Source: an optimization exercise on an open RTL-to-GDS flow (aim: a short achievable clock period and few clock cycles per item). Production flows keep margins and buffers that such runs may drop. Function was checked by simulation only, so behaviour that the tests miss may differ from the original. Power figures rest on the tool's default switching activity, not on a simulated workload.

### run.sh
#!/bin/bash
# synth_recipe.tcl (not shown) runs the flow's synth.tcl, then flattens the netlist and writes it again
# the make line also repeats each setting of config.mk as NAME=value (left out here)
make -C /OpenROAD-flow-scripts/flow DESIGN_CONFIG=/design/flow/config.mk WORK_HOME=/design/flow/orfs CLKGATE_MAP_FILE= SYNTH_SCRIPT=/design/flow/synth_recipe.tcl finish
### config.mk
export PLATFORM = sky130hd
export DESIGN_NAME = rv_frontend
export DESIGN_NICKNAME = rv_frontend
export VERILOG_FILES = /design/flow/design.v
export SDC_FILE = /design/flow/constraint.sdc
export NUM_CORES = 4
export LEC_CHECK = 0
export CAP_MARGIN = 20
export CORE_MARGIN = 2
export CORE_UTILIZATION = 40
export SETUP_SLACK_MARGIN = 3.8
export SLEW_MARGIN = 20
export SYNTH_HIERARCHICAL = 1
### constraint.sdc
create_clock -name core_clock -period 8.0 [get_ports {clk}]
set_input_delay 1.6000 -clock core_clock [delete_from_list [all_inputs] [get_ports {clk}]]
set_output_delay 1.6000 -clock core_clock [all_outputs]
set_load 0.01 [all_outputs]
### design.v
`default_nettype none
package fe_pkg;
  typedef logic [31:0]                 addr_t;      
  typedef logic [31:0]                 instr_t;     
  typedef logic [32-1:0]        cnt_t;       
  typedef logic [4-1:0]  btb_idx_t;   
  typedef enum logic [1:0] {
    KIND_OTHER,
    KIND_BRANCH,
    KIND_JAL,
    KIND_JALR
  } instr_kind_e;
  typedef enum logic [1:0] {
    FETCH_IDLE,   
    FETCH_WAIT,   
    FETCH_DROP    
  } fetch_state_e;
  typedef struct packed {
    addr_t       pc;
    instr_t      instr;
    instr_kind_e kind;
    logic        pred_taken;     
    addr_t       pred_next_pc;
  } fetch_rec_t;
  typedef struct packed {
    fetch_rec_t rec;
    addr_t      seq_pc;        
  } queue_rec_t;
  typedef struct packed {
    logic  valid;
    logic  is_branch;   
    logic  taken;
    addr_t pc;
    addr_t target;
  } bp_update_t;
  typedef struct packed {
    logic  valid;   
    addr_t pc;
  } redirect_t;
  typedef struct packed {
    cnt_t cycles;
    cnt_t cond_branches;
    cnt_t uncond_jumps;
    cnt_t bp_correct;   
  } perf_t;
endpackage
`default_nettype wire
`timescale 1ns/100ps
`default_nettype none
module branch_predictor (
  input  wire                     clk,
  input  wire                     rstn,
  input  wire fe_pkg::addr_t      cur_pc,
  input  wire fe_pkg::addr_t      seq_pc,      
  input  wire fe_pkg::addr_t      jump_pc,     
  input  wire                     sel_jump,    
  input  wire                     sel_tgt,     
  input  wire                     sel_seq,     
  output logic                    hit_r,
  output logic                    ctr_r,       
  output fe_pkg::addr_t           tgt_r,
  input  wire fe_pkg::bp_update_t update
);
  localparam int ENTRIES = 1 << 4;
  localparam int IW      = 4;
  localparam int TAG_W   = 32 - 2 - IW;
  typedef logic [TAG_W-1:0] tag_t;
  typedef logic [1:0]       ctr_t;
  logic [ENTRIES-1:0] valid;
  tag_t               tag_mem [ENTRIES];
  fe_pkg::addr_t      tgt_mem [ENTRIES];
  ctr_t               ctr_mem [ENTRIES];
  fe_pkg::btb_idx_t up_idx;
  tag_t             up_tag;
  logic             up_hit;
  ctr_t             up_ctr;
  logic             we_all;    
  logic             we_ctr;    
  assign up_idx = update.pc[IW+1:2];
  assign up_tag = update.pc[31:IW+2];
  assign up_hit = valid[up_idx] && (tag_mem[up_idx] == up_tag);
  always_comb begin
    up_ctr = ctr_mem[up_idx];
    if (!up_hit) begin
      up_ctr = 2'd2;
    end else if (update.is_branch) begin
      if (update.taken && up_ctr != 2'd3) begin
        up_ctr = up_ctr + 2'd1;
      end else if (!update.taken && up_ctr != 2'd0) begin
        up_ctr = up_ctr - 2'd1;
      end
    end
  end
  assign we_all = update.valid && update.taken;
  assign we_ctr = update.valid && !update.taken && update.is_branch && up_hit;
  always_ff @(posedge clk) begin
    if (!rstn) begin
      valid <= '0;
    end else if (we_all) begin
      valid[up_idx] <= 1'b1;
    end
  end
  always_ff @(posedge clk) begin
    if (we_all) begin
      tag_mem[up_idx] <= up_tag;
      tgt_mem[up_idx] <= update.target;
      ctr_mem[up_idx] <= up_ctr;
    end else if (we_ctr) begin
      ctr_mem[up_idx] <= up_ctr;
    end
  end
  logic [ENTRIES-1:0] j_m, t_m, s_m;
  always_comb begin
    for (int i = 0; i < ENTRIES; i++) begin
      j_m[i] = valid[i] && (tag_mem[i] == jump_pc[31:IW+2]);
      t_m[i] = valid[i] && (tag_mem[i] == tgt_r[31:IW+2]);
      s_m[i] = valid[i] && (tag_mem[i] == seq_pc[31:IW+2]);
    end
  end
  logic          j_hit, t_hit, s_hit, c_hit;
  logic          j_ctr, t_ctr, s_ctr, c_ctr;
  fe_pkg::addr_t j_tgt, t_tgt, s_tgt, c_tgt;
  always_comb begin
    j_hit = j_m[jump_pc[IW+1:2]];
    j_ctr = ctr_mem[jump_pc[IW+1:2]][1];
    j_tgt = tgt_mem[jump_pc[IW+1:2]];
    if (jump_pc[IW+1:2] == up_idx) begin
      if (we_all) begin
        j_hit = (jump_pc[31:IW+2] == up_tag);
        j_tgt = update.target;
      end
      if (we_all || we_ctr) j_ctr = up_ctr[1];
    end
    t_hit = t_m[tgt_r[IW+1:2]];
    t_ctr = ctr_mem[tgt_r[IW+1:2]][1];
    t_tgt = tgt_mem[tgt_r[IW+1:2]];
    if (tgt_r[IW+1:2] == up_idx) begin
      if (we_all) begin
        t_hit = (tgt_r[31:IW+2] == up_tag);
        t_tgt = update.target;
      end
      if (we_all || we_ctr) t_ctr = up_ctr[1];
    end
    s_hit = s_m[seq_pc[IW+1:2]];
    s_ctr = ctr_mem[seq_pc[IW+1:2]][1];
    s_tgt = tgt_mem[seq_pc[IW+1:2]];
    if (seq_pc[IW+1:2] == up_idx) begin
      if (we_all) begin
        s_hit = (seq_pc[31:IW+2] == up_tag);
        s_tgt = update.target;
      end
      if (we_all || we_ctr) s_ctr = up_ctr[1];
    end
    c_hit = hit_r;
    c_ctr = ctr_r;
    c_tgt = tgt_r;
    if (cur_pc[IW+1:2] == up_idx) begin
      if (we_all) begin
        c_hit = (cur_pc[31:IW+2] == up_tag);
        c_tgt = update.target;
      end
      if (we_all || we_ctr) c_ctr = up_ctr[1];
    end
  end
  always_ff @(posedge clk) begin
    if (!rstn) begin
      hit_r <= 1'b0;
    end else if (sel_jump) begin
      hit_r <= j_hit;
    end else if (sel_tgt) begin
      hit_r <= t_hit;
    end else if (sel_seq) begin
      hit_r <= s_hit;
    end else begin
      hit_r <= c_hit;
    end
  end
  always_ff @(posedge clk) begin
    if (sel_jump) begin
      ctr_r <= j_ctr;
      tgt_r <= j_tgt;
    end else if (sel_tgt) begin
      ctr_r <= t_ctr;
      tgt_r <= t_tgt;
    end else if (sel_seq) begin
      ctr_r <= s_ctr;
      tgt_r <= s_tgt;
    end else begin
      ctr_r <= c_ctr;
      tgt_r <= c_tgt;
    end
  end
endmodule
`default_nettype wire
`timescale 1ns/100ps
`default_nettype none
module fetch_unit (
  input  wire                     clk,
  input  wire                     rstn,
  output logic                    wb_cyc,
  output logic                    wb_stb,
  output fe_pkg::addr_t           wb_adr,
  input  wire                     wb_ack,
  input  wire fe_pkg::instr_t     wb_dat_i,
  output logic                    ack,        
  output fe_pkg::queue_rec_t      ack_rec,    
  output fe_pkg::addr_t           ack_target,
  output logic                    ack_hit,    
  output logic                    ack_ctr,
  input  wire                     room,       
  input  wire fe_pkg::redirect_t  redirect,
  input  wire fe_pkg::bp_update_t update
);
  logic                cyc;
  fe_pkg::addr_t       adr;       
  fe_pkg::addr_t       seq;       
  logic                bp_hit;
  logic                bp_taken;
  fe_pkg::addr_t       bp_target;
  fe_pkg::instr_kind_e kind;
  logic                use_btb;
  logic                sel_tgt;
  logic                sel_seq;
  branch_predictor bp_inst (
    .clk      (clk),
    .rstn     (rstn),
    .cur_pc   (adr),
    .seq_pc   (seq),
    .jump_pc  (redirect.pc),
    .sel_jump (redirect.valid),
    .sel_tgt  (sel_tgt),
    .sel_seq  (sel_seq),
    .hit_r    (bp_hit),
    .ctr_r    (bp_taken),
    .tgt_r    (bp_target),
    .update   (update)
  );
  fe_predecode predecode_inst (
    .op      (wb_dat_i[6:0]),
    .hit     (bp_hit),
    .ctr     (bp_taken),
    .kind    (kind),
    .use_btb (use_btb)
  );
  assign ack        = wb_ack && cyc;
  assign ack_target = bp_target;
  assign ack_hit    = bp_hit;
  assign ack_ctr    = bp_taken;
  always_comb begin
    ack_rec.rec.pc           = adr;
    ack_rec.rec.instr        = wb_dat_i;
    ack_rec.rec.kind         = kind;
    ack_rec.rec.pred_taken   = use_btb;
    ack_rec.rec.pred_next_pc = use_btb ? bp_target : seq;
    ack_rec.seq_pc           = seq;
  end
  assign sel_tgt = !redirect.valid && ack && use_btb;
  assign sel_seq = !redirect.valid && ack && !use_btb;
  assign wb_cyc = cyc;
  assign wb_stb = cyc;
  assign wb_adr = adr;
  always_ff @(posedge clk) begin
    if (!rstn) begin
      cyc <= 1'b0;
      adr <= 32'h0000_0000;
      seq <= 32'h0000_0000 + 32'd4;
    end else if (redirect.valid) begin
      adr <= redirect.pc;
      seq <= redirect.pc + 32'd4;
      cyc <= ack || !cyc;   
    end else if (ack) begin
      adr <= use_btb ? bp_target : seq;
      seq <= use_btb ? bp_target + 32'd4 : seq + 32'd4;
      cyc <= room;
    end else if (!cyc) begin
      cyc <= room;
    end
  end
endmodule
`default_nettype wire
`default_nettype none
module fe_predecode (
  input  wire [6:0]          op,
  input  wire                hit,
  input  wire                ctr,
  output fe_pkg::instr_kind_e kind,
  output logic               use_btb
);
  always_comb begin
    case (op)
      7'b1100011: kind = fe_pkg::KIND_BRANCH;
      7'b1101111:    kind = fe_pkg::KIND_JAL;
      7'b1100111:   kind = fe_pkg::KIND_JALR;
      default:       kind = fe_pkg::KIND_OTHER;
    endcase
  end
  assign use_btb = hit && ((kind == fe_pkg::KIND_JAL) || (kind == fe_pkg::KIND_JALR) ||
                           ((kind == fe_pkg::KIND_BRANCH) && ctr));
endmodule
module fe_ub (
  input  wire  [6:0] op,
  input  wire        hit,
  input  wire        ctr,
  output logic       ub
);
  assign ub = hit && op[6] && op[5] && !op[4] && op[1] && op[0] && (op[2] || (!op[3] && ctr));
endmodule
module fe_mux32 (
  input  wire        sel,
  input  wire [31:0] a,
  input  wire [31:0] b,
  output logic [31:0] y
);
  assign y = sel ? a : b;
endmodule
`default_nettype wire
`timescale 1ns/100ps
`default_nettype none
module inflight_queue (
  input  wire                     clk,
  input  wire                     rstn,
  input  wire                     push,
  input  wire fe_pkg::queue_rec_t push_rec,
  input  wire                     pop,
  input  wire                     flush,
  output fe_pkg::queue_rec_t      head,
  output logic                    head_valid,
  output logic                    room        
);
  localparam int DEPTH = 4;
  localparam int REC_W = 32 + 32 + 2 + 1 + 32 + 32;   
  logic [REC_W-1:0] mem [DEPTH];
  logic [DEPTH-1:0] vld;         
  logic [DEPTH-1:0] vld_pop;
  logic [DEPTH-1:0] vld_nxt;
  logic [DEPTH-1:0] vld_prev;    
  assign head       = mem[0];
  assign head_valid = vld[0];
  assign vld_pop = pop ? (vld >> 1) : vld;
  assign vld_nxt = push ? {vld_pop[DEPTH-2:0], 1'b1} : vld_pop;
  assign vld_prev = {vld_pop[DEPTH-2:0], 1'b1};
  assign room    = flush || !vld_nxt[DEPTH-1];
  always_ff @(posedge clk) begin
    if (!rstn || flush) begin
      vld <= '0;
    end else begin
      vld <= vld_nxt;
    end
  end
  always_ff @(posedge clk) begin
    for (int i = 0; i < DEPTH; i++) begin
      if (push && !vld_pop[i] && vld_prev[i]) begin
        mem[i] <= push_rec;
      end else if (pop && i < DEPTH - 1) begin
        mem[i] <= mem[(i < DEPTH - 1) ? i + 1 : i];
      end
    end
  end
endmodule
`default_nettype wire
`timescale 1ns/100ps
`default_nettype none
module branch_resolver (
  input  wire                     clk,
  input  wire                     rstn,
  input  wire fe_pkg::queue_rec_t head,
  input  wire                     head_valid,
  input  wire                     resolve_valid,
  input  wire fe_pkg::addr_t      resolve_next_pc,
  input  wire                     q_valid,     
  input  wire fe_pkg::addr_t      q_pred_next_pc,
  input  wire                     ack,         
  input  wire                     byp_taken,   
  input  wire fe_pkg::addr_t      byp_target,
  input  wire fe_pkg::addr_t      byp_seq_pc,
  output logic                    complete,
  output fe_pkg::redirect_t       redirect,
  output fe_pkg::bp_update_t      update,
  output fe_pkg::perf_t           perf
);
  logic  is_branch;
  logic  is_jump;
  logic  actual_taken;
  logic  pred_ok;
  logic  ne_q;
  logic  ne_t;
  logic  ne_s;
  logic  mis;
  logic  mis_a;
  logic  mis_b;
  assign complete  = head_valid && resolve_valid;
  assign is_branch = (head.rec.kind == fe_pkg::KIND_BRANCH);
  assign is_jump   = (head.rec.kind == fe_pkg::KIND_JAL) || (head.rec.kind == fe_pkg::KIND_JALR);
  assign actual_taken = (resolve_next_pc != head.seq_pc);
  fe_ne32 ne_q_inst (.a(resolve_next_pc), .b(q_pred_next_pc), .ne(ne_q));
  fe_ne32 ne_t_inst (.a(resolve_next_pc), .b(byp_target),     .ne(ne_t));
  fe_ne32 ne_s_inst (.a(resolve_next_pc), .b(byp_seq_pc),     .ne(ne_s));
  fe_mis_ab mis_ab_inst (
    .q_valid (q_valid),
    .ack     (ack),
    .ne_q    (ne_q),
    .ne_t    (ne_t),
    .ne_s    (ne_s),
    .a       (mis_a),
    .b       (mis_b)
  );
  fe_mis_sel mis_inst (
    .resolve_valid (resolve_valid),
    .sel           (byp_taken),
    .a             (mis_a),
    .b             (mis_b),
    .mis           (mis)
  );
  assign pred_ok = !mis;
  always_comb begin
    redirect.valid = mis;
    redirect.pc    = resolve_next_pc;
  end
  always_comb begin
    update.valid     = complete && (is_branch || (is_jump && actual_taken));
    update.is_branch = is_branch;
    update.taken     = actual_taken;
    update.pc        = head.rec.pc;
    update.target    = resolve_next_pc;
  end
  always_ff @(posedge clk) begin
    if (!rstn) begin
      perf <= '0;
    end else begin
      perf.cycles <= perf.cycles + fe_pkg::cnt_t'(1);
      if (complete && is_branch) begin
        perf.cond_branches <= perf.cond_branches + fe_pkg::cnt_t'(1);
      end
      if (complete && is_jump) begin
        perf.uncond_jumps <= perf.uncond_jumps + fe_pkg::cnt_t'(1);
      end
      if (complete && is_branch && pred_ok) begin
        perf.bp_correct <= perf.bp_correct + fe_pkg::cnt_t'(1);
      end
    end
  end
endmodule
`default_nettype wire
`default_nettype none
module fe_ne32 (
  input  wire [31:0] a,
  input  wire [31:0] b,
  output logic       ne
);
  assign ne = |(a ^ b);
endmodule
module fe_mis_ab (
  input  wire  q_valid,
  input  wire  ack,
  input  wire  ne_q,
  input  wire  ne_t,
  input  wire  ne_s,
  output logic a,
  output logic b
);
  assign a = q_valid ? ne_q : (ack && ne_t);
  assign b = q_valid ? ne_q : (ack && ne_s);
endmodule
module fe_mis_sel (
  input  wire  resolve_valid,
  input  wire  sel,
  input  wire  a,
  input  wire  b,
  output logic mis
);
  assign mis = resolve_valid && (sel ? a : b);
endmodule
`default_nettype wire
`timescale 1ns/100ps
`default_nettype none
module rv_frontend (
  input  wire         clk,
  input  wire         rstn,
  output logic        wb_cyc,
  output logic        wb_stb,
  output logic [31:0] wb_adr,
  input  wire         wb_ack,
  input  wire  [31:0] wb_dat_i,
  output logic [31:0] issue_pc,
  output logic [31:0] issue_instr,
  output logic [1:0]  issue_kind,
  output logic        issue_pred_taken,
  output logic [31:0] issue_pred_next_pc,
  output logic        issue_valid,
  input  wire         resolve_valid,
  input  wire  [31:0] resolve_next_pc,
  output logic        mispredict,
  output logic [31:0] perf_cycles,
  output logic [31:0] perf_cond_branches,
  output logic [31:0] perf_uncond_jumps,
  output logic [31:0] perf_bp_correct
);
  logic               ack;
  fe_pkg::queue_rec_t ack_rec;
  fe_pkg::addr_t      ack_target;
  logic               ack_hit;
  logic               ack_ctr;
  logic               ub_out;
  logic               ub_mis;
  fe_pkg::addr_t      pn_a;
  fe_pkg::addr_t      pn_b;
  logic               room;
  logic               q_valid;
  fe_pkg::queue_rec_t q_head;
  logic               complete;
  logic               push;
  logic               pop;
  fe_pkg::redirect_t  redirect;
  fe_pkg::bp_update_t update;
  fe_pkg::queue_rec_t issue;
  fe_pkg::perf_t      perf;
  fetch_unit fetch_unit_inst (
    .clk        (clk),
    .rstn       (rstn),
    .wb_cyc     (wb_cyc),
    .wb_stb     (wb_stb),
    .wb_adr     (wb_adr),
    .wb_ack     (wb_ack),
    .wb_dat_i   (wb_dat_i),
    .ack        (ack),
    .ack_rec    (ack_rec),
    .ack_target (ack_target),
    .ack_hit    (ack_hit),
    .ack_ctr    (ack_ctr),
    .room       (room),
    .redirect   (redirect),
    .update     (update)
  );
  assign issue       = q_valid ? q_head : ack_rec;
  assign issue_valid = q_valid || ack;
  assign pop  = complete && q_valid;
  assign push = ack && !(complete && !q_valid);
  inflight_queue inflight_queue_inst (
    .clk        (clk),
    .rstn       (rstn),
    .push       (push),
    .push_rec   (ack_rec),
    .pop        (pop),
    .flush      (redirect.valid),
    .head       (q_head),
    .head_valid (q_valid),
    .room       (room)
  );
  fe_ub ub_out_inst (.op(wb_dat_i[6:0]), .hit(ack_hit), .ctr(ack_ctr), .ub(ub_out));
  fe_ub ub_mis_inst (.op(wb_dat_i[6:0]), .hit(ack_hit), .ctr(ack_ctr), .ub(ub_mis));
  branch_resolver branch_resolver_inst (
    .clk             (clk),
    .rstn            (rstn),
    .head            (issue),
    .head_valid      (issue_valid),
    .resolve_valid   (resolve_valid),
    .resolve_next_pc (resolve_next_pc),
    .q_valid         (q_valid),
    .q_pred_next_pc  (q_head.rec.pred_next_pc),
    .ack             (ack),
    .byp_taken       (ub_mis),
    .byp_target      (ack_target),
    .byp_seq_pc      (ack_rec.seq_pc),
    .complete        (complete),
    .redirect        (redirect),
    .update          (update),
    .perf            (perf)
  );
  assign mispredict = redirect.valid;
  assign issue_pc           = issue.rec.pc;
  assign issue_instr        = issue.rec.instr;
  assign issue_kind         = issue.rec.kind;
  assign issue_pred_taken   = q_valid ? q_head.rec.pred_taken : ub_out;
  assign pn_a = q_valid ? q_head.rec.pred_next_pc : ack_target;
  assign pn_b = q_valid ? q_head.rec.pred_next_pc : ack_rec.seq_pc;
  fe_mux32 pn_mux_inst (.sel(ub_out), .a(pn_a), .b(pn_b), .y(issue_pred_next_pc));
  assign perf_cycles        = perf.cycles;
  assign perf_cond_branches = perf.cond_branches;
  assign perf_uncond_jumps  = perf.uncond_jumps;
  assign perf_bp_correct    = perf.bp_correct;
endmodule
`default_nettype wire
==> run summary <==
==> metrics by stage <==
step           utilization (%)  cell area (um2)  power [W]  std cells
2_1_floorplan                -           101000     0.0135       7551
3_3_place_gp              42.6           107000     0.0154      10800
3_5_place_dp              42.6           107000     0.0154      10800
4_1_cts                   46.6           117000     0.0246      11300
5_1_grt                   47.5           119000     0.0254      11400
6_report                  47.5           119000     0.0251      11400
==> repair_timing <==
item,CTS,global route
buffers inserted,140,105
pin swaps,37,75
setup endpoints to repair,1602,698
resized for setup,676,260
gates cloned,46,15
==> state kept, by name, indices dropped and copies added (netlist names), 16 cells and up, named ones only <==
name,flops
inflight_queue_inst.mem,524
fetch_unit_inst.bp_inst.tgt_mem,512
fetch_unit_inst.bp_inst.tag_mem,416
branch_resolver_inst.perf,128
fetch_unit_inst.adr,32
fetch_unit_inst.bp_inst.ctr_mem,32
fetch_unit_inst.bp_inst.tgt_r,32
fetch_unit_inst.seq,32
fetch_unit_inst.bp_inst.valid,16
==> report_power, final <==
part,internal [W],switching (W)
clock network,0.00499,0.00394
logic,0.00221,0.00356
registers,0.0101,0.000326
==> final cells by class <==
class | instances | share of cell area (%)
sequential | 1735 | 41.9
multi-input combinational | 5017 | 40.8
tap | 3348 | 3.51
antenna | 32 | 0.0671
clock inverter | 104 | 0.818
timing repair buffer | 885 | 8.27
inverter | 75 | 0.252
clock buffer | 251 | 4.37
==> path summary, 6_finish.rpt <==
kind / startpoint / end / cells after the start
min: branch_resolver_inst.perf[63]$_SDFFE_PN0P_ / branch_resolver_inst.perf[63]$_SDFFE_PN0P_ / 2
min reg2reg: branch_resolver_inst.perf[63]$_SDFFE_PN0P_ / branch_resolver_inst.perf[63]$_SDFFE_PN0P_ / 2
max: fetch_unit_inst.bp_inst.tgt_r[15]$_DFFE_PP_ / fetch_unit_inst.bp_inst.hit_r$_SDFFE_PN0P_ / 11
max reg2reg: fetch_unit_inst.bp_inst.tgt_r[15]$_DFFE_PP_ / fetch_unit_inst.bp_inst.hit_r$_SDFFE_PN0P_ / 11
==> routing by layer <==
metal | vias up | track usage [%] | wire length [um]
met3 | 2191 | 16.1 | 72500
met4 | 28 | 23.8 | 40700
met1 | 38900 | 43.5 | 166000
met2 | 7000 | 50.1 | 193000
met5 | - | 0.963 | 600
li1 | 29100 | - | -
==> worst register-to-register path, cell delays in order (launching register included) <==
cell and delay [ns]:
edfxtp_1 0.82, buf_4 0.74, xor2_1 0.19, nor4_1 0.38, nand4_1 0.13, nor3_1 0.34
a31oi_1 0.25, a21oi_1 1.21, mux4_2 0.52, a21o_1 0.14, o211ai_1 0.08, a21oi_1 0.15
==> qor.csv <==
stage;metric;value;unit
setup_path;crit_path_end_kind;flop;
setup_path;crit_slowest_cell;a21oi_1;
outcome;outcome;no timing/DRC/antenna violations;
final_layout;multi_input_area;48700;um2
sta;finalSetupTns;0;ns
pwr;cellLeakagePower;39.7;nW
detailed_routing;vias_per_cell;6.74;
global_routing;antenna_found_initial;46;
placement;io_buffer_count;330;
setup_path;cpPeakStageDelay;1.21;ns
die;die_h;506;um
sta;worst_pin_slew;1.41;ns
clock_network;cts_buffers;192;
setup_path;arrival;5.81;ns
clock_network;path_clk_slew;0.06;ns
job;maxCapViolCount;0;
global_routing;grt_pass1_vias;71500;
setup_path;path_cells;buf_4 -> xor2_1 -> nor4_1 -> nand4_1 -> nor3_1 -> a31oi_1 -> a21oi_1 -> mux4_2 -> a21o_1 -> o211ai_1 -> a21oi_1;
detailed_routing;wl_per_cell;41.3;um
die;core_area;251000;um2
detailed_routing;dr.pass1.iters;10;
synth;synth_area;101000;um2
die;rows;184;
sta;finalHoldViolCount;0;
setup_path;crit_type;reg -> reg;
die;ios;331;
sta;timing.hold.ws;0.491;ns
global_routing;track_usage;35.6;%
setup_path;crit_path_frequent_cell;a21oi_1;
sta;period_minus_slack;5.00;ns
sta;rsz0062_at_grt;true;
pwr;power_density;210;nW/um2
detailed_routing;drtIter0Drc;13400;
global_routing;grt_max_degree;138;
synth;syn_nets;7631;
clock_network;clock-root-buffer;clkbuf_16;
detailed_routing;num_vias;77200;
synth;ys_warn_count;12;
die;dieWidth;506;um
setup_path;cp_data_required_time;8.81;ns
placement;hpwl;279000;um
global_routing;grt_first_pass_wirelength;625000;um
clock_network;cts.sinks;1735;
placement;dp_slack;1.14;ns
sta;setup_viol;0;
final_layout;regArea;50000;um2
setup_path;cp-start-kind;flop;
detailed_routing;ant_nets;0;
min_path;hp-class;reg -> reg;
final_layout;layout-drive-gt1-share;26.7;%
clock_network;clk_latency;0.90;ns
clock_network;clk_path_buf_depth;3;
clock_network;cts_tree;done;
die;start_util;40.2;%
sta;slew-limit-headroom;5.88;%
synth;synthCells;7551;
pwr;ir_drop;0.189;mV
final_layout;syn2layout_area_growth;18.2;%
setup_path;r2r_slack;3.00;ns
sta;layout_setup_ws;3.00;ns
final_layout;final_common_cell;edfxtp_1;
clock_network;cts_max_level;4;
setup_path;path_delay_family;compound AO/OA/AOI/OAI gates;
final_layout;final_cell_mix;edfxtp_1 (1517), xnor2_1 (931), xor2_1 (719);
final_layout;final_nets;7986;
final_layout;fill_cells;21800;
synth;postSynthAreaPerCell;13.4;um2
sta;max_freq;0.200;GHz
sta;slew_violations;0;
detailed_routing;drc;0;
sta;skew;0.0699;ns
setup_path;worstPathMaxFanout;17;
die;die_area;256000;um2
clock_network;cts-hold-fix-buffers;0;
global_routing;grt_remaining_overflow;0;
detailed_routing;routed_wl;473000;um
sta;post-route-period-util;62.5;%
setup_path;cp_num_buf_inv;1;
placement;routabilityCongestion;1.06;
Testbench counts, summed over its fixed seeds: cycles 31,955, instrs 16,000.

afterwards: timing with drivers on the ports:
The flow's constraints put no driver on any port. The routed layout listed below was extracted and timed again, unchanged, in two steps.
Step 1: set_driving_cell puts a clkbuf_16 on clk and a buf_2 on each other input, an assumption about the parent block.
Step 2 also shifts input and output timing later by t, the mid clock arrival at the registers, as if the neighbouring blocks saw the same clock.
Three values: no drivers, after step 1, after step 2; two values: the first two.
t (ns): 0.978
slack for setup (ns): 3.002 / 2.891 / 2.160
worst slew at a driven data input, ns: 0.42
After both steps this run still meets setup and hold. The setup slack of this run moves by -0.111 ns with the drivers and by -0.842 ns with both steps.
